From an optimization exercise on the open Yosys and OpenROAD flow, aimed at a short achievable clock period and few clock cycles; shortcuts taken in it are not production practice. Only simulation tests tie the RTL to the original design; equivalence was not proved. Power figures rest on the tool's default switching activity, not on a simulated workload.

[flow/design.v]
package mc_data_path_pkg;
    localparam logic [6:0] OP_R      = 7'b0110011;
    localparam logic [6:0] OP_I      = 7'b0010011;
    localparam logic [6:0] OP_LOAD   = 7'b0000011;
    localparam logic [6:0] OP_STORE  = 7'b0100011;
    localparam logic [6:0] OP_BRANCH = 7'b1100011;
    localparam logic [3:0] ALU_AND  = 4'b0000;
    localparam logic [3:0] ALU_OR   = 4'b0001;
    localparam logic [3:0] ALU_ADD  = 4'b0010;
    localparam logic [3:0] ALU_XOR  = 4'b0011;
    localparam logic [3:0] ALU_SLL  = 4'b0100;
    localparam logic [3:0] ALU_SRL  = 4'b0101;
    localparam logic [3:0] ALU_SUB  = 4'b0110;
    localparam logic [3:0] ALU_SLT  = 4'b0111;
    localparam logic [3:0] ALU_SRA  = 4'b1000;
    localparam logic [3:0] ALU_SLTU = 4'b1001;
    localparam logic [3:0] ALU_NOR  = 4'b1100;
    function automatic logic [31:0] alu_32(input logic [31:0] a,
                                           input logic [31:0] b,
                                           input logic [3:0]  cc);
        logic [31:0] y;
        case (cc)
            ALU_AND:  y = a & b;
            ALU_OR:   y = a | b;
            ALU_ADD:  y = a + b;
            ALU_XOR:  y = a ^ b;
            ALU_SLL:  y = a << b[4:0];
            ALU_SRL:  y = a >> b[4:0];
            ALU_SUB:  y = a - b;
            ALU_SLT:  y = {31'b0, $signed(a) < $signed(b)};
            ALU_SRA:  y = $signed(a) >>> b[4:0];
            ALU_SLTU: y = {31'b0, a < b};
            ALU_NOR:  y = ~(a | b);
            default:  y = '0;
        endcase
        alu_32 = y;
    endfunction
    function automatic logic alu_zero(input logic [31:0] a,
                                      input logic [31:0] b,
                                      input logic [3:0]  cc);
        logic z;
        case (cc)
            ALU_AND:          z = ~|(a & b);
            ALU_OR:           z = ~|(a | b);
            ALU_ADD:          z = ((a ^ b) == {a[30:0] | b[30:0], 1'b0});
            ALU_XOR, ALU_SUB: z = (a == b);
            ALU_SLL:          z = ~|(a << b[4:0]);
            ALU_SRL:          z = ~|(a >> b[4:0]);
            ALU_SLT:          z = ~($signed(a) < $signed(b));
            ALU_SRA:          z = ~a[31] & ~|(a >> b[4:0]);
            ALU_SLTU:         z = ~(a < b);
            ALU_NOR:          z = &(a | b);
            default:          z = 1'b1;
        endcase
        alu_zero = z;
    endfunction
    function automatic logic [31:0] imm_gen(input logic [31:0] ins);
        logic [31:0] imm;
        case (ins[6:0])
            OP_I, OP_LOAD: imm = {{20{ins[31]}}, ins[31:20]};
            OP_STORE:      imm = {{20{ins[31]}}, ins[31:25], ins[11:7]};
            OP_BRANCH:     imm = {{19{ins[31]}}, ins[31], ins[7], ins[30:25], ins[11:8], 1'b0};
            default:       imm = '0;
        endcase
        imm_gen = imm;
    endfunction
    function automatic logic [32:0] ks_carry(input logic [31:0] g,
                                             input logic [31:0] p,
                                             input logic        cin);
        logic [31:0] gg, pp, gn, pn;
        gg    = g;
        pp    = p;
        gg[0] = g[0] | (p[0] & cin);
        for (int d = 1; d < 32; d = d * 2) begin
            gn = gg;
            pn = pp;
            for (int i = d; i < 32; i++) begin
                gn[i] = gg[i] | (pp[i] & gg[i-d]);
                pn[i] = pp[i] & pp[i-d];
            end
            gg = gn;
            pp = pn;
        end
        ks_carry = {gg, cin};
    endfunction
endpackage
module mc_regfile #(
    parameter int DATA_W     = 32,
    parameter int RF_ADDRESS = 5
) (
    input  logic                  clk,
    input  logic                  rst_n,
    input  logic                  we,
    input  logic [RF_ADDRESS-1:0] waddr,
    input  logic [DATA_W-1:0]     wdata,
    input  logic [RF_ADDRESS-1:0] raddr1,
    output logic [DATA_W-1:0]     rdata1,
    input  logic [RF_ADDRESS-1:0] raddr2,
    output logic [DATA_W-1:0]     rdata2
);
    localparam int NREG = 2 ** RF_ADDRESS;
    logic [DATA_W-1:0] regs_q [NREG];
    always_ff @(posedge clk or negedge rst_n) begin
        if (!rst_n) begin
            for (int i = 0; i < NREG; i++) begin
                regs_q[i] <= '0;
            end
        end else if (we && (waddr != '0)) begin
            regs_q[waddr] <= wdata;
        end
    end
    assign rdata1 = (raddr1 == '0) ? '0 :
                    (we && (waddr == raddr1)) ? wdata : regs_q[raddr1];
    assign rdata2 = (raddr2 == '0) ? '0 :
                    (we && (waddr == raddr2)) ? wdata : regs_q[raddr2];
endmodule
module mc_alu_s1 (
    input  logic [31:0] a,
    input  logic [31:0] o,
    output logic [31:0] r_and,
    output logic [31:0] r_or,
    output logic [31:0] r_xor,
    output logic [31:0] sa0,      
    output logic [31:0] sa1,      
    output logic [3:0]  ga0,      
    output logic [3:0]  ga1,      
    output logic [31:0] ss0,      
    output logic [31:0] ss1,      
    output logic [3:0]  gs0,
    output logic [3:0]  gs1,
    output logic [31:0] sh_l,     
    output logic [31:0] sh_r,     
    output logic [31:0] sh_a,     
    output logic [1:0]  sh_n,     
    output logic        sgn,      
    output logic        a31,
    output logic        z_and,
    output logic        z_or,
    output logic        z_add,
    output logic        z_eq,
    output logic        z_sll,
    output logic        z_srl,
    output logic        z_nor
);
    logic [31:0] ml, mr;
    assign r_and = a & o;
    assign r_or  = a | o;
    assign r_xor = a ^ o;
    always_comb begin
        for (int b = 0; b < 4; b++) begin
            {ga0[b], sa0[8*b +: 8]} = {1'b0, a[8*b +: 8]} + {1'b0, o[8*b +: 8]};
            {ga1[b], sa1[8*b +: 8]} = {1'b0, a[8*b +: 8]} + {1'b0, o[8*b +: 8]} + 9'd1;
            {gs0[b], ss0[8*b +: 8]} = {1'b0, a[8*b +: 8]} + {1'b0, ~o[8*b +: 8]};
            {gs1[b], ss1[8*b +: 8]} = {1'b0, a[8*b +: 8]} + {1'b0, ~o[8*b +: 8]} + 9'd1;
        end
    end
    assign sh_l = a << {o[4:2], 2'b00};
    assign sh_r = a >> {o[4:2], 2'b00};
    assign sh_a = $signed(a) >>> {o[4:2], 2'b00};
    assign sh_n = o[1:0];
    assign sgn  = a[31] ^ o[31];
    assign a31  = a[31];
    assign ml    = a & (32'hFFFF_FFFF >> o[4:0]);
    assign mr    = a & (32'hFFFF_FFFF << o[4:0]);
    assign z_and = ~|r_and;
    assign z_or  = ~|r_or;
    assign z_add = (r_xor == {r_or[30:0], 1'b0});
    assign z_eq  = ~|r_xor;
    assign z_sll = ~|ml;
    assign z_srl = ~|mr;
    assign z_nor = &r_or;
endmodule
module mc_alu_s2 (
    input  logic [31:0]       r_and,
    input  logic [31:0]       r_or,
    input  logic [31:0]       r_xor,
    input  logic [31:0]       sa0,
    input  logic [31:0]       sa1,
    input  logic [3:0]        ga0,
    input  logic [3:0]        ga1,
    input  logic [31:0]       ss0,
    input  logic [31:0]       ss1,
    input  logic [3:0]        gs0,
    input  logic [3:0]        gs1,
    input  logic [31:0]       sh_l,
    input  logic [31:0]       sh_r,
    input  logic [31:0]       sh_a,
    input  logic [1:0]        sh_n,
    input  logic              sgn,
    input  logic              a31,
    input  logic              z_and,
    input  logic              z_or,
    input  logic              z_add,
    input  logic              z_eq,
    input  logic              z_sll,
    input  logic              z_srl,
    input  logic              z_nor,
    output logic [15:0][31:0] y,
    output logic [15:0]       z
);
    logic [4:0]  ca, cs;      
    logic [31:0] y_add, y_sub;
    logic        ltu, lts;
    assign ca[0] = 1'b0;
    assign ca[1] = ga0[0];
    assign ca[2] = ga0[1] | (ga1[1] & ga0[0]);
    assign ca[3] = ga0[2] | (ga1[2] & ga0[1]) | (ga1[2] & ga1[1] & ga0[0]);
    assign ca[4] = 1'b0;
    assign cs[0] = 1'b1;
    assign cs[1] = gs1[0];
    assign cs[2] = gs0[1] | (gs1[1] & gs1[0]);
    assign cs[3] = gs0[2] | (gs1[2] & gs0[1]) | (gs1[2] & gs1[1] & gs1[0]);
    assign cs[4] = gs0[3] | (gs1[3] & gs0[2]) | (gs1[3] & gs1[2] & gs0[1])
                 | (gs1[3] & gs1[2] & gs1[1] & gs1[0]);
    always_comb begin
        for (int b = 0; b < 4; b++) begin
            y_add[8*b +: 8] = ca[b] ? sa1[8*b +: 8] : sa0[8*b +: 8];
            y_sub[8*b +: 8] = cs[b] ? ss1[8*b +: 8] : ss0[8*b +: 8];
        end
    end
    assign ltu = ~cs[4];
    assign lts = sgn ? a31 : ltu;
    always_comb begin
        for (int k = 0; k < 16; k++) begin
            y[k] = '0;
            z[k] = 1'b1;
        end
        y[mc_data_path_pkg::ALU_AND]  = r_and;
        y[mc_data_path_pkg::ALU_OR]   = r_or;
        y[mc_data_path_pkg::ALU_ADD]  = y_add;
        y[mc_data_path_pkg::ALU_XOR]  = r_xor;
        y[mc_data_path_pkg::ALU_SLL]  = sh_l << sh_n;
        y[mc_data_path_pkg::ALU_SRL]  = sh_r >> sh_n;
        y[mc_data_path_pkg::ALU_SUB]  = y_sub;
        y[mc_data_path_pkg::ALU_SLT]  = {31'b0, lts};
        y[mc_data_path_pkg::ALU_SRA]  = $signed(sh_a) >>> sh_n;
        y[mc_data_path_pkg::ALU_SLTU] = {31'b0, ltu};
        y[mc_data_path_pkg::ALU_NOR]  = ~r_or;
        z[mc_data_path_pkg::ALU_AND]  = z_and;
        z[mc_data_path_pkg::ALU_OR]   = z_or;
        z[mc_data_path_pkg::ALU_ADD]  = z_add;
        z[mc_data_path_pkg::ALU_XOR]  = z_eq;
        z[mc_data_path_pkg::ALU_SLL]  = z_sll;
        z[mc_data_path_pkg::ALU_SRL]  = z_srl;
        z[mc_data_path_pkg::ALU_SUB]  = z_eq;
        z[mc_data_path_pkg::ALU_SLT]  = ~lts;
        z[mc_data_path_pkg::ALU_SRA]  = ~a31 & z_srl;
        z[mc_data_path_pkg::ALU_SLTU] = ~ltu;
        z[mc_data_path_pkg::ALU_NOR]  = z_nor;
    end
endmodule
module mc_data_path #(
    parameter int              PC_W       = 10,
    parameter int              INS_W      = 32,
    parameter int              DATA_W     = 32,
    parameter int              RF_ADDRESS = 5,
    parameter int              DM_ADDRESS = 9,
    parameter int              ALU_CC_W   = 4,
    parameter logic [PC_W-1:0] RESET_PC   = '0
) (
    input  logic                  clk,
    input  logic                  reset,
    input  logic                  reg_write,
    input  logic                  mem2reg,
    input  logic                  alu_src,
    input  logic                  mem_write,
    input  logic                  mem_read,
    input  logic                  branch,
    input  logic [ALU_CC_W-1:0]   alu_cc,
    output logic                  imem_req,
    output logic [PC_W-1:0]       imem_addr,
    input  logic [INS_W-1:0]      imem_rdata,
    input  logic                  imem_valid,
    output logic                  dmem_req,
    output logic                  dmem_we,
    output logic [DM_ADDRESS-1:0] dmem_addr,
    output logic [DATA_W-1:0]     dmem_wdata,
    input  logic [DATA_W-1:0]     dmem_rdata,
    input  logic                  dmem_valid,
    output logic [6:0]            opcode,
    output logic [6:0]            funct7,
    output logic [2:0]            funct3,
    output logic [DATA_W-1:0]     alu_result,
    output logic [PC_W-1:0]       pc,
    output logic                  retire
);
    logic              run_q, ex_q, ex_d;
    logic [PC_W-1:0]   pc_q, pc_d, pc4_q, tgt_q, base_q, base_d;
    logic [INS_W-1:0]  ir_q;
    logic [DATA_W-1:0] b_q, aluout_q;
    logic [31:0] r_and_b_d, r_and_b_q;
    logic [31:0] r_or_b_d, r_or_b_q;
    logic [31:0] r_xor_b_d, r_xor_b_q;
    logic [31:0] sa0_b_d, sa0_b_q;
    logic [31:0] sa1_b_d, sa1_b_q;
    logic [3:0] ga0_b_d, ga0_b_q;
    logic [3:0] ga1_b_d, ga1_b_q;
    logic [31:0] ss0_b_d, ss0_b_q;
    logic [31:0] ss1_b_d, ss1_b_q;
    logic [3:0] gs0_b_d, gs0_b_q;
    logic [3:0] gs1_b_d, gs1_b_q;
    logic [31:0] sh_l_b_d, sh_l_b_q;
    logic [31:0] sh_r_b_d, sh_r_b_q;
    logic [31:0] sh_a_b_d, sh_a_b_q;
    logic [1:0] sh_n_b_d, sh_n_b_q;
    logic sgn_b_d, sgn_b_q;
    logic a31_b_d, a31_b_q;
    logic z_and_b_d, z_and_b_q;
    logic z_or_b_d, z_or_b_q;
    logic z_add_b_d, z_add_b_q;
    logic z_eq_b_d, z_eq_b_q;
    logic z_sll_b_d, z_sll_b_q;
    logic z_srl_b_d, z_srl_b_q;
    logic z_nor_b_d, z_nor_b_q;
    logic [31:0] r_and_i_d, r_and_i_q;
    logic [31:0] r_or_i_d, r_or_i_q;
    logic [31:0] r_xor_i_d, r_xor_i_q;
    logic [31:0] sa0_i_d, sa0_i_q;
    logic [31:0] sa1_i_d, sa1_i_q;
    logic [3:0] ga0_i_d, ga0_i_q;
    logic [3:0] ga1_i_d, ga1_i_q;
    logic [31:0] ss0_i_d, ss0_i_q;
    logic [31:0] ss1_i_d, ss1_i_q;
    logic [3:0] gs0_i_d, gs0_i_q;
    logic [3:0] gs1_i_d, gs1_i_q;
    logic [31:0] sh_l_i_d, sh_l_i_q;
    logic [31:0] sh_r_i_d, sh_r_i_q;
    logic [31:0] sh_a_i_d, sh_a_i_q;
    logic [1:0] sh_n_i_d, sh_n_i_q;
    logic sgn_i_d, sgn_i_q;
    logic a31_i_d, a31_i_q;
    logic z_and_i_d, z_and_i_q;
    logic z_or_i_d, z_or_i_q;
    logic z_add_i_d, z_add_i_q;
    logic z_eq_i_d, z_eq_i_q;
    logic z_sll_i_d, z_sll_i_q;
    logic z_srl_i_d, z_srl_i_q;
    logic z_nor_i_d, z_nor_i_q;
    logic [DATA_W-1:0]       rs1_data, rs2_data, alu_y, rf_wdata, imm_f;
    logic [31:0][DATA_W-1:0] y_all;
    logic [31:0]             z_all;
    logic [4:0]              op;
    logic                    take, need_d, rf_we, fetch_hs;
    logic [PC_W-1:0]         npc, pc4_f, tgt_f;
    mc_alu_s2 u_ex_b (.y(y_all[15:0]), .z(z_all[15:0]), .r_and(r_and_b_q), .r_or(r_or_b_q), .r_xor(r_xor_b_q), .sa0(sa0_b_q), .sa1(sa1_b_q), .ga0(ga0_b_q), .ga1(ga1_b_q), .ss0(ss0_b_q), .ss1(ss1_b_q), .gs0(gs0_b_q), .gs1(gs1_b_q), .sh_l(sh_l_b_q), .sh_r(sh_r_b_q), .sh_a(sh_a_b_q), .sh_n(sh_n_b_q), .sgn(sgn_b_q), .a31(a31_b_q), .z_and(z_and_b_q), .z_or(z_or_b_q), .z_add(z_add_b_q), .z_eq(z_eq_b_q), .z_sll(z_sll_b_q), .z_srl(z_srl_b_q), .z_nor(z_nor_b_q));
    mc_alu_s2 u_ex_i (.y(y_all[31:16]), .z(z_all[31:16]), .r_and(r_and_i_q), .r_or(r_or_i_q), .r_xor(r_xor_i_q), .sa0(sa0_i_q), .sa1(sa1_i_q), .ga0(ga0_i_q), .ga1(ga1_i_q), .ss0(ss0_i_q), .ss1(ss1_i_q), .gs0(gs0_i_q), .gs1(gs1_i_q), .sh_l(sh_l_i_q), .sh_r(sh_r_i_q), .sh_a(sh_a_i_q), .sh_n(sh_n_i_q), .sgn(sgn_i_q), .a31(a31_i_q), .z_and(z_and_i_q), .z_or(z_or_i_q), .z_add(z_add_i_q), .z_eq(z_eq_i_q), .z_sll(z_sll_i_q), .z_srl(z_srl_i_q), .z_nor(z_nor_i_q));
    assign op       = {alu_src, alu_cc};
    assign alu_y    = y_all[op];
    assign take     = branch & z_all[op];
    assign npc      = take ? tgt_q : pc4_q;
    assign need_d   = mem_read | mem_write;
    assign retire   = ex_q & (~need_d | dmem_valid);
    assign rf_we    = retire & reg_write & ~mem_write;
    assign rf_wdata = mem2reg ? dmem_rdata : alu_y;
    assign dmem_req   = ex_q & need_d;
    assign dmem_we    = ex_q & mem_write;
    assign dmem_addr  = alu_y[DM_ADDRESS-1:0];
    assign dmem_wdata = b_q;
    assign imem_req  = ex_q ? retire : run_q;
    assign imem_addr = (ex_q & take) ? tgt_q : base_q;
    assign fetch_hs  = imem_req & imem_valid;
    assign imm_f     = mc_data_path_pkg::imm_gen(imem_rdata);
    always_comb begin
        if (!ex_q) begin
            pc4_f = pc_q + PC_W'(4);
            tgt_f = pc_q + imm_f[PC_W-1:0];
        end else if (take) begin
            pc4_f = tgt_q + PC_W'(4);
            tgt_f = tgt_q + imm_f[PC_W-1:0];
        end else begin
            pc4_f = pc4_q + PC_W'(4);
            tgt_f = pc4_q + imm_f[PC_W-1:0];
        end
    end
    mc_regfile #(.DATA_W(DATA_W), .RF_ADDRESS(RF_ADDRESS)) u_rf (
        .clk    (clk),
        .rst_n  (reset),
        .we     (rf_we),
        .waddr  (ir_q[7 +: RF_ADDRESS]),
        .wdata  (rf_wdata),
        .raddr1 (imem_rdata[15 +: RF_ADDRESS]),
        .rdata1 (rs1_data),
        .raddr2 (imem_rdata[20 +: RF_ADDRESS]),
        .rdata2 (rs2_data)
    );
    mc_alu_s1 u_f_b (.a(rs1_data), .o(rs2_data), .r_and(r_and_b_d), .r_or(r_or_b_d), .r_xor(r_xor_b_d), .sa0(sa0_b_d), .sa1(sa1_b_d), .ga0(ga0_b_d), .ga1(ga1_b_d), .ss0(ss0_b_d), .ss1(ss1_b_d), .gs0(gs0_b_d), .gs1(gs1_b_d), .sh_l(sh_l_b_d), .sh_r(sh_r_b_d), .sh_a(sh_a_b_d), .sh_n(sh_n_b_d), .sgn(sgn_b_d), .a31(a31_b_d), .z_and(z_and_b_d), .z_or(z_or_b_d), .z_add(z_add_b_d), .z_eq(z_eq_b_d), .z_sll(z_sll_b_d), .z_srl(z_srl_b_d), .z_nor(z_nor_b_d));
    mc_alu_s1 u_f_i (.a(rs1_data), .o(imm_f), .r_and(r_and_i_d), .r_or(r_or_i_d), .r_xor(r_xor_i_d), .sa0(sa0_i_d), .sa1(sa1_i_d), .ga0(ga0_i_d), .ga1(ga1_i_d), .ss0(ss0_i_d), .ss1(ss1_i_d), .gs0(gs0_i_d), .gs1(gs1_i_d), .sh_l(sh_l_i_d), .sh_r(sh_r_i_d), .sh_a(sh_a_i_d), .sh_n(sh_n_i_d), .sgn(sgn_i_d), .a31(a31_i_d), .z_and(z_and_i_d), .z_or(z_or_i_d), .z_add(z_add_i_d), .z_eq(z_eq_i_d), .z_sll(z_sll_i_d), .z_srl(z_srl_i_d), .z_nor(z_nor_i_d));
    assign ex_d   = fetch_hs | (ex_q & ~retire);
    assign pc_d   = retire ? npc : pc_q;
    assign base_d = ex_d ? (fetch_hs ? pc4_f : pc4_q) : pc_d;
    always_ff @(posedge clk or negedge reset) begin
        if (!reset) begin
            run_q    <= 1'b0;
            ex_q     <= 1'b0;
            pc_q     <= RESET_PC;
            base_q   <= RESET_PC;
            pc4_q    <= '0;
            tgt_q    <= '0;
            ir_q     <= '0;
            b_q      <= '0;
            aluout_q <= '0;
            r_and_b_q <= '0;
            r_or_b_q <= '0;
            r_xor_b_q <= '0;
            sa0_b_q <= '0;
            sa1_b_q <= '0;
            ga0_b_q <= '0;
            ga1_b_q <= '0;
            ss0_b_q <= '0;
            ss1_b_q <= '0;
            gs0_b_q <= '0;
            gs1_b_q <= '0;
            sh_l_b_q <= '0;
            sh_r_b_q <= '0;
            sh_a_b_q <= '0;
            sh_n_b_q <= '0;
            sgn_b_q <= '0;
            a31_b_q <= '0;
            z_and_b_q <= '0;
            z_or_b_q <= '0;
            z_add_b_q <= '0;
            z_eq_b_q <= '0;
            z_sll_b_q <= '0;
            z_srl_b_q <= '0;
            z_nor_b_q <= '0;
            r_and_i_q <= '0;
            r_or_i_q <= '0;
            r_xor_i_q <= '0;
            sa0_i_q <= '0;
            sa1_i_q <= '0;
            ga0_i_q <= '0;
            ga1_i_q <= '0;
            ss0_i_q <= '0;
            ss1_i_q <= '0;
            gs0_i_q <= '0;
            gs1_i_q <= '0;
            sh_l_i_q <= '0;
            sh_r_i_q <= '0;
            sh_a_i_q <= '0;
            sh_n_i_q <= '0;
            sgn_i_q <= '0;
            a31_i_q <= '0;
            z_and_i_q <= '0;
            z_or_i_q <= '0;
            z_add_i_q <= '0;
            z_eq_i_q <= '0;
            z_sll_i_q <= '0;
            z_srl_i_q <= '0;
            z_nor_i_q <= '0;
        end else begin
            run_q  <= 1'b1;
            ex_q   <= ex_d;
            pc_q   <= pc_d;
            base_q <= base_d;
            if (retire) begin
                aluout_q <= alu_y;
            end
            if (fetch_hs) begin
                ir_q  <= imem_rdata;
                b_q   <= rs2_data;
                pc4_q <= pc4_f;
                tgt_q <= tgt_f;
                r_and_b_q <= r_and_b_d;
                r_or_b_q <= r_or_b_d;
                r_xor_b_q <= r_xor_b_d;
                sa0_b_q <= sa0_b_d;
                sa1_b_q <= sa1_b_d;
                ga0_b_q <= ga0_b_d;
                ga1_b_q <= ga1_b_d;
                ss0_b_q <= ss0_b_d;
                ss1_b_q <= ss1_b_d;
                gs0_b_q <= gs0_b_d;
                gs1_b_q <= gs1_b_d;
                sh_l_b_q <= sh_l_b_d;
                sh_r_b_q <= sh_r_b_d;
                sh_a_b_q <= sh_a_b_d;
                sh_n_b_q <= sh_n_b_d;
                sgn_b_q <= sgn_b_d;
                a31_b_q <= a31_b_d;
                z_and_b_q <= z_and_b_d;
                z_or_b_q <= z_or_b_d;
                z_add_b_q <= z_add_b_d;
                z_eq_b_q <= z_eq_b_d;
                z_sll_b_q <= z_sll_b_d;
                z_srl_b_q <= z_srl_b_d;
                z_nor_b_q <= z_nor_b_d;
                r_and_i_q <= r_and_i_d;
                r_or_i_q <= r_or_i_d;
                r_xor_i_q <= r_xor_i_d;
                sa0_i_q <= sa0_i_d;
                sa1_i_q <= sa1_i_d;
                ga0_i_q <= ga0_i_d;
                ga1_i_q <= ga1_i_d;
                ss0_i_q <= ss0_i_d;
                ss1_i_q <= ss1_i_d;
                gs0_i_q <= gs0_i_d;
                gs1_i_q <= gs1_i_d;
                sh_l_i_q <= sh_l_i_d;
                sh_r_i_q <= sh_r_i_d;
                sh_a_i_q <= sh_a_i_d;
                sh_n_i_q <= sh_n_i_d;
                sgn_i_q <= sgn_i_d;
                a31_i_q <= a31_i_d;
                z_and_i_q <= z_and_i_d;
                z_or_i_q <= z_or_i_d;
                z_add_i_q <= z_add_i_d;
                z_eq_i_q <= z_eq_i_d;
                z_sll_i_q <= z_sll_i_d;
                z_srl_i_q <= z_srl_i_d;
                z_nor_i_q <= z_nor_i_d;
            end
        end
    end
    assign opcode     = ir_q[6:0];
    assign funct7     = ir_q[31:25];
    assign funct3     = ir_q[14:12];
    assign alu_result = aluout_q;
    assign pc         = pc_q;
endmodule
[flow/run.sh]
#!/bin/bash
# synth_recipe.tcl (not shown) runs the flow's synth.tcl, then flattens the netlist and writes it again
# the make line also repeats each setting of config.mk as NAME=value (left out here)
make -C /OpenROAD-flow-scripts/flow DESIGN_CONFIG=/design/flow/config.mk WORK_HOME=/design/flow/orfs CLKGATE_MAP_FILE= SYNTH_SCRIPT=/design/flow/synth_recipe.tcl finish
[flow/config.mk]
export PLATFORM = sky130hd
export DESIGN_NAME = mc_data_path
export DESIGN_NICKNAME = mc_data_path
export VERILOG_FILES = /design/flow/design.v
export SDC_FILE = /design/flow/constraint.sdc
export NUM_CORES = 4
export LEC_CHECK = 0
export CAP_MARGIN = 40
export CORE_MARGIN = 2
export CORE_UTILIZATION = 40
export SETUP_SLACK_MARGIN = 5
export SLEW_MARGIN = 40
export TNS_END_PERCENT = 100
[flow/constraint.sdc]
create_clock -name core_clock -period 9.0 [get_ports {clk}]
set_input_delay 1.8000 -clock core_clock [delete_from_list [all_inputs] [get_ports {clk}]]
set_output_delay 1.8000 -clock core_clock [all_outputs]
set_load 0.01 [all_outputs]
==> results of run 1 <==
[cells by family after synthesis]
group                      count (synthesis)
and+or+nand+nor                         3971
buffers and inverters                   1223
other                                      1
AOI/OAI and AO/OA                       3543
xor gates and xnor gates                 279
muxes                                    480
adders and majority gates                235
DFF                                     1739
[worst max-delay path: stages]
cell and delay [ps]:
buf_16 110, buf_12 150, buf_16 150, buf_8 120
mux4_2 550, a221oi_2 310, o21ai_2 110, a21oi_4 650
a21oi_4 160, buf_6 180
[path summary, 6_finish.rpt]
kind	cells after the start	startpoint	endpoint
max	10	alu_cc[0]	dmem_addr[5]
min	2	r_xor_b_q[26]$_DFFE_PN0P_	r_xor_b_q[26]$_DFFE_PN0P_
max reg2reg	23	ga0_i_q[0]$_DFFE_PN0P_	sa1_i_q[31]$_DFFE_PN0P_
min reg2reg	2	r_xor_b_q[26]$_DFFE_PN0P_	r_xor_b_q[26]$_DFFE_PN0P_
max in group asynchronous	4	reset	u_rf.regs_q[4][15]$_DFFE_PN0P_
min in group asynchronous	1	reset	ex_q$_DFF_PN0_
[metrics by stage]
stage / hold WS [ps] / utilization (%) / setup slack, ps
final: 463 / 58.9 / 2860
after global routing: 488 / 58.9 / 2910
after CTS: 466 / 55.3 / 2970
after detailed placement: 459 / 45.4 / 982
after global placement: 452 / 45.1 / 369
after floorplan: 434 / - / 3120
[timing repair]
action	CTS	global route
endpoints found under the setup margin	1717	1218
hold buffers	0	0
gates cloned	52	24
gates resized for setup	1986	1377
setup buffers	924	398
pin swaps	503	643
[routing by layer]
layer | share of wire (%) | wire [um] | GRT usage [%]
met1 | 34 | 232000 | 59.1
met2 | 41 | 279000 | 73.1
met3 | 13 | 85900 | 18.3
met4 | 12 | 84800 | 48.2
met5 | 0.043 | 292 | 0.0741
[cell usage in the layout, fill, tap and decap left out, types with 46 or more instances in the layout]
| cell type | Yosys | routed |
|---|---|---|
| nand2_1 | 2272 | 2142 |
| dfrtp_1 | 1739 | 1734 |
| buf_4 | 59 | 1108 |
| o21ai_0 | 1575 | 903 |
| a22oi_1 | 628 | 592 |
| buf_6 | 40 | 540 |
| o21ai_1 | 18 | 378 |
| nor2_1 | 547 | 353 |
| buf_12 | 0 | 320 |
| nand3_1 | 345 | 314 |
| o21ai_2 | 1 | 295 |
| a21oi_1 | 439 | 244 |
| nand4_1 | 230 | 230 |
| clkbuf_16 | 0 | 219 |
| mux2i_1 | 232 | 193 |
| ha_4 | 0 | 155 |
| clkdlybuf4s50_1 | 0 | 146 |
| mux4_2 | 141 | 141 |
| nor2_4 | 0 | 140 |
| a21oi_2 | 7 | 137 |
| and3_1 | 127 | 97 |
| xor2_1 | 111 | 86 |
| buf_8 | 0 | 84 |
| nand2_2 | 2 | 82 |
| mux2_2 | 94 | 69 |
| xnor2_1 | 167 | 65 |
| a21oi_4 | 0 | 65 |
| nor2_2 | 6 | 61 |
| xnor2_2 | 0 | 61 |
| a22o_1 | 62 | 59 |
| o211ai_1 | 56 | 56 |
| ha_1 | 218 | 56 |
| nor4_1 | 94 | 51 |
| a222oi_1 | 49 | 49 |
| buf_16 | 0 | 48 |
| o21bai_1 | 68 | 46 |
[power by group]
| group | switching [uW] | internal (uW) |
|---|---|---|
| registers | 1620 | 9160 |
| logic | 7240 | 5630 |
| clock network | 3860 | 5240 |
[layout make-up]
type,instances,area (um^2),area share [%]
clock buffers,283,5750,3.89
inverters,179,1330,0.901
clock inverters,89,1490,1.01
repair inverters,2,17.5,0.0118
diodes,41,103,0.0694
multi-input cells,8523,65600,44.4
flip-flops and latches,1739,43500,29.4
repair buffers,2288,25900,17.5
well taps,3348,4190,2.83
[state kept, by name, summed over array words and instances, names as in the netlist, 24 cells and up]
register and flops:
aluout_q 32, b_q 32, r_and_b_q 32, r_and_i_q 32, r_or_b_q 32, r_or_i_q 32
r_xor_b_q 32, r_xor_i_q 31, sa0_b_q 28, sa0_i_q 28, sa1_b_q 24, sa1_i_q 24
sh_a_b_q 28, sh_a_i_q 27, sh_l_b_q 32, sh_l_i_q 32, sh_r_b_q 32, sh_r_i_q 32
ss1_b_q 29, ss1_i_q 29, u_rf.regs_q 992
==> summary.txt, run 1 <==
fin crit share = 68.2%
Avg WL per Cell = 41.4 um
drt pass-1 iters = 11
# DRC = 0
post-synthesis mux area share = 6.68%
Power Density = 221 nW/um^2
adder-cell share of the synthesized area = 3.04%
ys async rst share = 100%
fill cell count = 21,400
post-route setup TNS = 0 ps
synthesis-stage register bit count = 1,739
Inst Count DP = 14,700
largest family of logic cells by synthesized area = compound AO/OA/AOI/OAI gates
synth top area cells = dfrtp_1 43%, nand2_1 8.5%, o21ai_0 7.8%, a22oi_1 4.7%, mux4_2 3.1%
via count = 113,000
mean post-synth cell area = 8.79 um^2
DP HPWL = 450,000 um
GR Overflow Total = 0
synthesized netlist cell count = 11,500
top post-synthesis cells by count = 2,272 x nand2_1, 1,739 x dfrtp_1, 1,575 x o21ai_0
Num CTS Buffers = 202
Synth Area in Compound Gates = 22.1%
Die Y = 506 um
io pins = 192
ANT nets after route = 0
initial antenna violation count = 44
overall power = 32,800 uW
crit start category = input port
count leader, synth = nand2_1
Crit path required time = 7200 ps
Netlist cell types = 122
Die Area = 256,000 um^2
# H-tree levels = 4
Core ar. = 251,000 um^2
Worst Hold Class = flop to flop
Worst Tran Pin Value = 1010 ps
YS warnings = 5
Clk Latency, worst-skew pair = 970 ps
Worst Skew = 113 ps
Final nets = 13,200
Hold Violations, Final = 0
type of the worst setup path = input port to primary output
register area share after synthesis = 43.1%
global-route wire length before repair = 904,000 um
post-synth top area share = 43.1%
Setup violations, final = 0
layout cell share with drive strength beyond 1 = 35.9%
Initial Utilization = 40.2%
reg2reg setup slack = 2990 ps
achievable frequency = 163 MHz
# clock sinks = 1,739
Rel. slew slack = 31.5%
number of synthesized flops with an enable pin = 0
DR iter-0 viols = 18,200
area delta synth->final = 46.6%
vias per cell = 6.83
clock root cell = clkbuf_16
Synth Area in XOR/XNOR = 2.44%
Most used DFF post-synth = dfrtp_1
largest net degree at the start of global routing = 198
total leakage power = 0.0633 uW
Cell Area, Synth = 101,000 um^2
DP Area = 114,000 um^2
chip width = 506 um
type of destination of the critical path = primary output
RSZ-0062 raised after global routing = yes
syn_nets = 11,800
site row count = 184
fin. max-slew vios = 0
CP max FO = 6
status = complete, no violations
gr usage total = 51.1%
Max VDD drop = 232 uV
Post-Layout Inst Area = 148,000 um^2
number of global-route vias before repair = 104,000
port buffer count = 191
post-layout min period = 6140 ps
dominant cell type by area after synthesis = dfrtp_1
Arr. time, crit path = 4340 ps
max_cap viols = 0
CTS clk-pin slew, worst paths = 60 ps
Final Non-Filler Cells = 16,500
clk buf depth = 3
Synth Area in Simple Gates = 17.4%
Final GP Congestion = 1.07
Routed WL = 683,000 um
CTS tree = done
Testbench counts, summed over its fixed seeds: cycles 30,344.
==> run 2: changes to the inputs <==
--- a/flow/config.mk
+++ b/flow/config.mk
@@ -9,5 +9,5 @@
 export CORE_MARGIN = 2
-export CORE_UTILIZATION = 40
-export SETUP_SLACK_MARGIN = 5
+export CORE_UTILIZATION = 30
+export SETUP_SLACK_MARGIN = 4
 export SLEW_MARGIN = 40
-export TNS_END_PERCENT = 100
+export TNS_END_PERCENT = 20
==> run 2 against run 1 <==
Net effect: still clean on timing, DRC and antenna; routed wire length is 12% lower; combinational power is 24% lower; cell count is 1.1% higher; first-iteration DRC count is 0.85% lower; worst setup slack better by 43 ps; maximum frequency is 0.70% higher; flip-flop and latch count stayed put; non-clock buffer count is 849 lower; register-to-register slack better by 380 ps.
==> summary.txt, run 2 <==
status = complete, no violations
mean post-synth cell area = 8.79 um^2 (unchanged)
drt pass-1 iters = 14 (+3)
number of global-route vias before repair = 99,300 (-4.5%)
area delta synth->final = 29.9%
synthesized netlist cell count = 11,500 (unchanged)
dominant cell type by area after synthesis = dfrtp_1
DP HPWL = 404,000 um (-10%)
logic gate share of total power = 32.9% (-6.4 points)
fill cell count = 33,000 (+55%)
Hold Crit Depth = 2 (unchanged)
Power Density = 227 nW/um^2 (+2.3%)
Rel. slew slack = 30.9% (-0.59 points)
R2R cell count = 22 (-4.3%)
Setup violations, final = 0 (unchanged)
Most used DFF post-synth = dfrtp_1
Worst Skew = 108 ps (-4.90 ps)
global-route wire length before repair = 815,000 um (-9.9%)
Worst Hold Class = flop to flop
CTS tree = done
Hold Violations, Final = 0 (unchanged)
crit start category = input port
fin crit share = 67.8% (-0.47 points)
# DRC = 0 (unchanged)
RSZ-0062 raised after global routing = yes
syn_nets = 11,800 (unchanged)
DR iter-0 viols = 18,000 (-0.85%)
Routed WL = 599,000 um (-12%)
Final nets = 12,400 (-6.4%)
vias per cell = 6.35 (-7.0%)
top post-synthesis cells by count = 2,272 x nand2_1, 1,739 x dfrtp_1, 1,575 x o21ai_0
Clk Latency, worst-skew pair = 980 ps (about the same)
number of synthesized flops with an enable pin = 0 (unchanged)
chip width = 584 um (+15%)
total leakage power = 0.0562 uW (-11%)
ys async rst share = 100% (unchanged)
Cell Area, Synth = 101,000 um^2 (unchanged)
type of destination of the critical path = primary output
Die Area = 341,000 um^2 (+33%)
most common cell after layout, fill and taps aside = nand2_1
Pint = 18,500 uW (-7.6%)
Largest Register = u_rf.regs_q
site row count = 212 (+15%)
Crit path required time = 7200 ps (about the same)
Num CTS Buffers = 206 (+2.0%)
ANT nets after route = 0 (unchanged)
area taken by multi-input logic gates = 58,700 um^2 (-11%)
reg2reg setup slack = 3370 ps (+380 ps)
Netlist cell types = 122 (unchanged)
Sw Ratio = 37.6% (-1.2 points)
register area share after synthesis = 43.1% (unchanged)
type of the worst setup path = input port to primary output
FF/Latch Area = 43,500 um^2 (about the same)
largest net degree at the start of global routing = 181 (-8.6%)
synth top area cells = dfrtp_1 43%, nand2_1 8.5%, o21ai_0 7.8%, a22oi_1 4.7%, mux4_2 3.1%
DP Worst Slack = 1020 ps (+36.7 ps)
post-synth top area share = 43.1% (unchanged)
GR Overflow Total = 0 (unchanged)
Clock Power Share = 31.1% (+3.3 points)
Die Y = 584 um (+15%)
via count = 106,000 (-6.0%)
Core ar. = 334,000 um^2 (+33%)
Max VDD drop = 177 uV (-24%)
CP max FO = 6 (unchanged)
max reg flops = 992 (unchanged)
post-route setup TNS = 0 ps (unchanged)
commonest non-fill, non-tap cells in the layout = 2,216 x nand2_1, 1,735 x dfrtp_1, 1,486 x o21ai_0, 887 x buf_4, 614 x a22oi_1
post-layout min period = 6100 ps (-42.6 ps)
Hold-fix buffers, CTS = 0 (unchanged)
Avg WL per Cell = 35.9 um (-13%)
Initial Utilization = 30.2% (-10 points)
synthesis-stage register bit count = 1,739 (unchanged)
clk buf depth = 4 (+1)
YS warnings = 5 (unchanged)
io pins = 192 (unchanged)
initial antenna violation count = 53 (+20%)
gr usage total = 33.9% (-17 points)
# H-tree levels = 4 (unchanged)
Final GP Congestion = 1.05 (-2.7%)
fin. max-slew vios = 0 (unchanged)
clock root cell = clkbuf_16
max_cap viols = 0 (unchanged)
# clock sinks = 1,739 (unchanged)
Reg power frac = 36.0% (+3.1 points)
CTS clk-pin slew, worst paths = 60 ps (about the same)
layout cell share with drive strength beyond 1 = 23.5% (-12 points)
Worst Tran Pin Value = 1030 ps (+15.2 ps)
achievable frequency = 164 MHz (+0.70%)
Worst Slack Setup Final = 2900 ps (+42.6 ps)
Arr. time, crit path = 4300 ps (-40 ps)
reported net switching power = 11,200 uW (-12%)
count leader, synth = nand2_1
port buffer count = 191 (unchanged)
[run 2: cell count changes in the layout (fill, tap and decap cells not counted), moves of 60 or more]
cell,before,now
a21oi_1,244,326
buf_12,320,166
buf_4,1108,887
buf_6,540,147
ha_1,56,141
ha_4,155,53
inv_1,36,110
nand2_1,2142,2216
nor2_1,353,419
nor2_4,140,80
o21ai_0,903,1486
o21ai_1,378,89
o21ai_2,295,11
[run 2: stage by stage]
stage	power, uW	hold WS (ps)	cell area, um^2	cells	utilization (%)
final	29700	469	131000	16700	39.2
after global routing	30400	482	131000	16600	39.2
after CTS	28700	472	129000	16500	38.6
after detailed placement	18200	457	111000	15600	33.2
after global placement	18200	452	110000	15500	32.9
after floorplan	14600	433	103000	11500	-
[run 2: layer usage]
| layer | global-route usage (%) | up-vias | part of all wire, % |
|---|---|---|---|
| li1 | - | 42600 | - |
| met1 | 39.6 | 51400 | 35 |
| met2 | 48.1 | 8931 | 40 |
| met3 | 14.4 | 2930 | 14 |
| met4 | 27.7 | 28 | 10 |
| met5 | 0.808 | - | 0.10 |
[run 2: worst max-delay path, stage by stage]
cell	delay, ps
buf_16	140
buf_16	130
mux4_2	510
a221o_2	510
a32oi_2	210
buf_6	180
nor2b_4	60
and2_4	190
buf_6	130
mux2_4	310
buf_6	120
[run 2: path summary, 6_finish.rpt]
path | startpoint | end
max | alu_cc[0] | imem_addr[0]
min | sa0_b_q[14]$_DFFE_PN0P_ | sa0_b_q[14]$_DFFE_PN0P_
max reg2reg | sh_n_i_q[0]$_DFFE_PN0P_ | ss1_b_q[23]$_DFFE_PN0P_
min reg2reg | sa0_b_q[14]$_DFFE_PN0P_ | sa0_b_q[14]$_DFFE_PN0P_
max in group asynchronous | reset | u_rf.regs_q[2][15]$_DFFE_PN0P_
min in group asynchronous | reset | sh_l_i_q[23]$_DFFE_PN0P_
[run 2: cell type report]
cell class | instances | share of cell area, %
timing repair inverter | 2 | 0.0105
clock inverter | 89 | 0.959
tap | 4387 | 4.19
clock buffer | 290 | 4.57
sequential | 1739 | 33.2
antenna | 29 | 0.0554
multi-input combinational | 8515 | 44.8
timing repair buffer | 1439 | 11.5
inverter | 179 | 0.666
[run 2: cells by family after synthesis]
| logic type | count (synthesis) | synth area share (%) |
|---|---|---|
| other | 1 | 0.00372 |
| adder cells (fa/ha/maj) | 235 | 3.04 |
| XOR/XNOR | 279 | 2.44 |
| multiplexers | 480 | 6.68 |
| flip-flops | 1739 | 43.1 |
| AND/OR/NAND/NOR | 3971 | 17.4 |
| AO/OA/AOI/OAI | 3543 | 22.1 |
| buffers and inverters | 1223 | 5.22 |
[run 2: what timing repair did]
item,4_1_cts,5_1_grt
gates resized for setup,1141,265
buffers inserted,568,95
gates cloned,30,3
setup endpoints to repair,685,358
pin swaps,355,237
[run 2: power groups by stage]
stage | clock [uW] | sequential [uW] | combinational, uW
global placement | 0 | 10700 | 7470
global route | 9560 | 10700 | 10200
detailed placement | 0 | 10700 | 7540
floorplan | 0 | 10000 | 4590
finish | 9230 | 10700 | 9760
CTS | 9250 | 10600 | 8950

-- static timing again, ports no longer ideal --
How much do the figures lean on ideal ports? The routed layouts below were timed once more, with nothing changed but the port constraints. Step 1: set_driving_cell puts a clkbuf_16 on clk and a buf_2 on each other input, an assumption about the parent block. Step 2 adds t to the input delays and takes it off the output delays; t is the mean of the earliest and latest rising clock arrival at the registers after step 1. Input paths then give back, and output paths get back, about the clock's delay inside the block. Three values: ideal, step 1, step 2; two values: the first two.
| run | t, ns | setup WS [ns] | worst hold slack (ns) | worst setup path after step 2 | cell pins on the clock port's net |
|---|---|---|---|---|---|
| run 1 | 1.008 | 2.859 / 2.558 / 1.764 | 0.463 / 0.463 / 0.463 | input to register | 1 |
| run 2 | 1.028 | 2.902 / 2.542 / 1.785 | 0.469 / 0.469 / 0.469 | input to register | 1 |
After both steps every run listed still meets setup and hold. For run 2, which loses most, drivers alone change the setup slack by -0.360 ns; drivers and shift together by -1.117 ns.
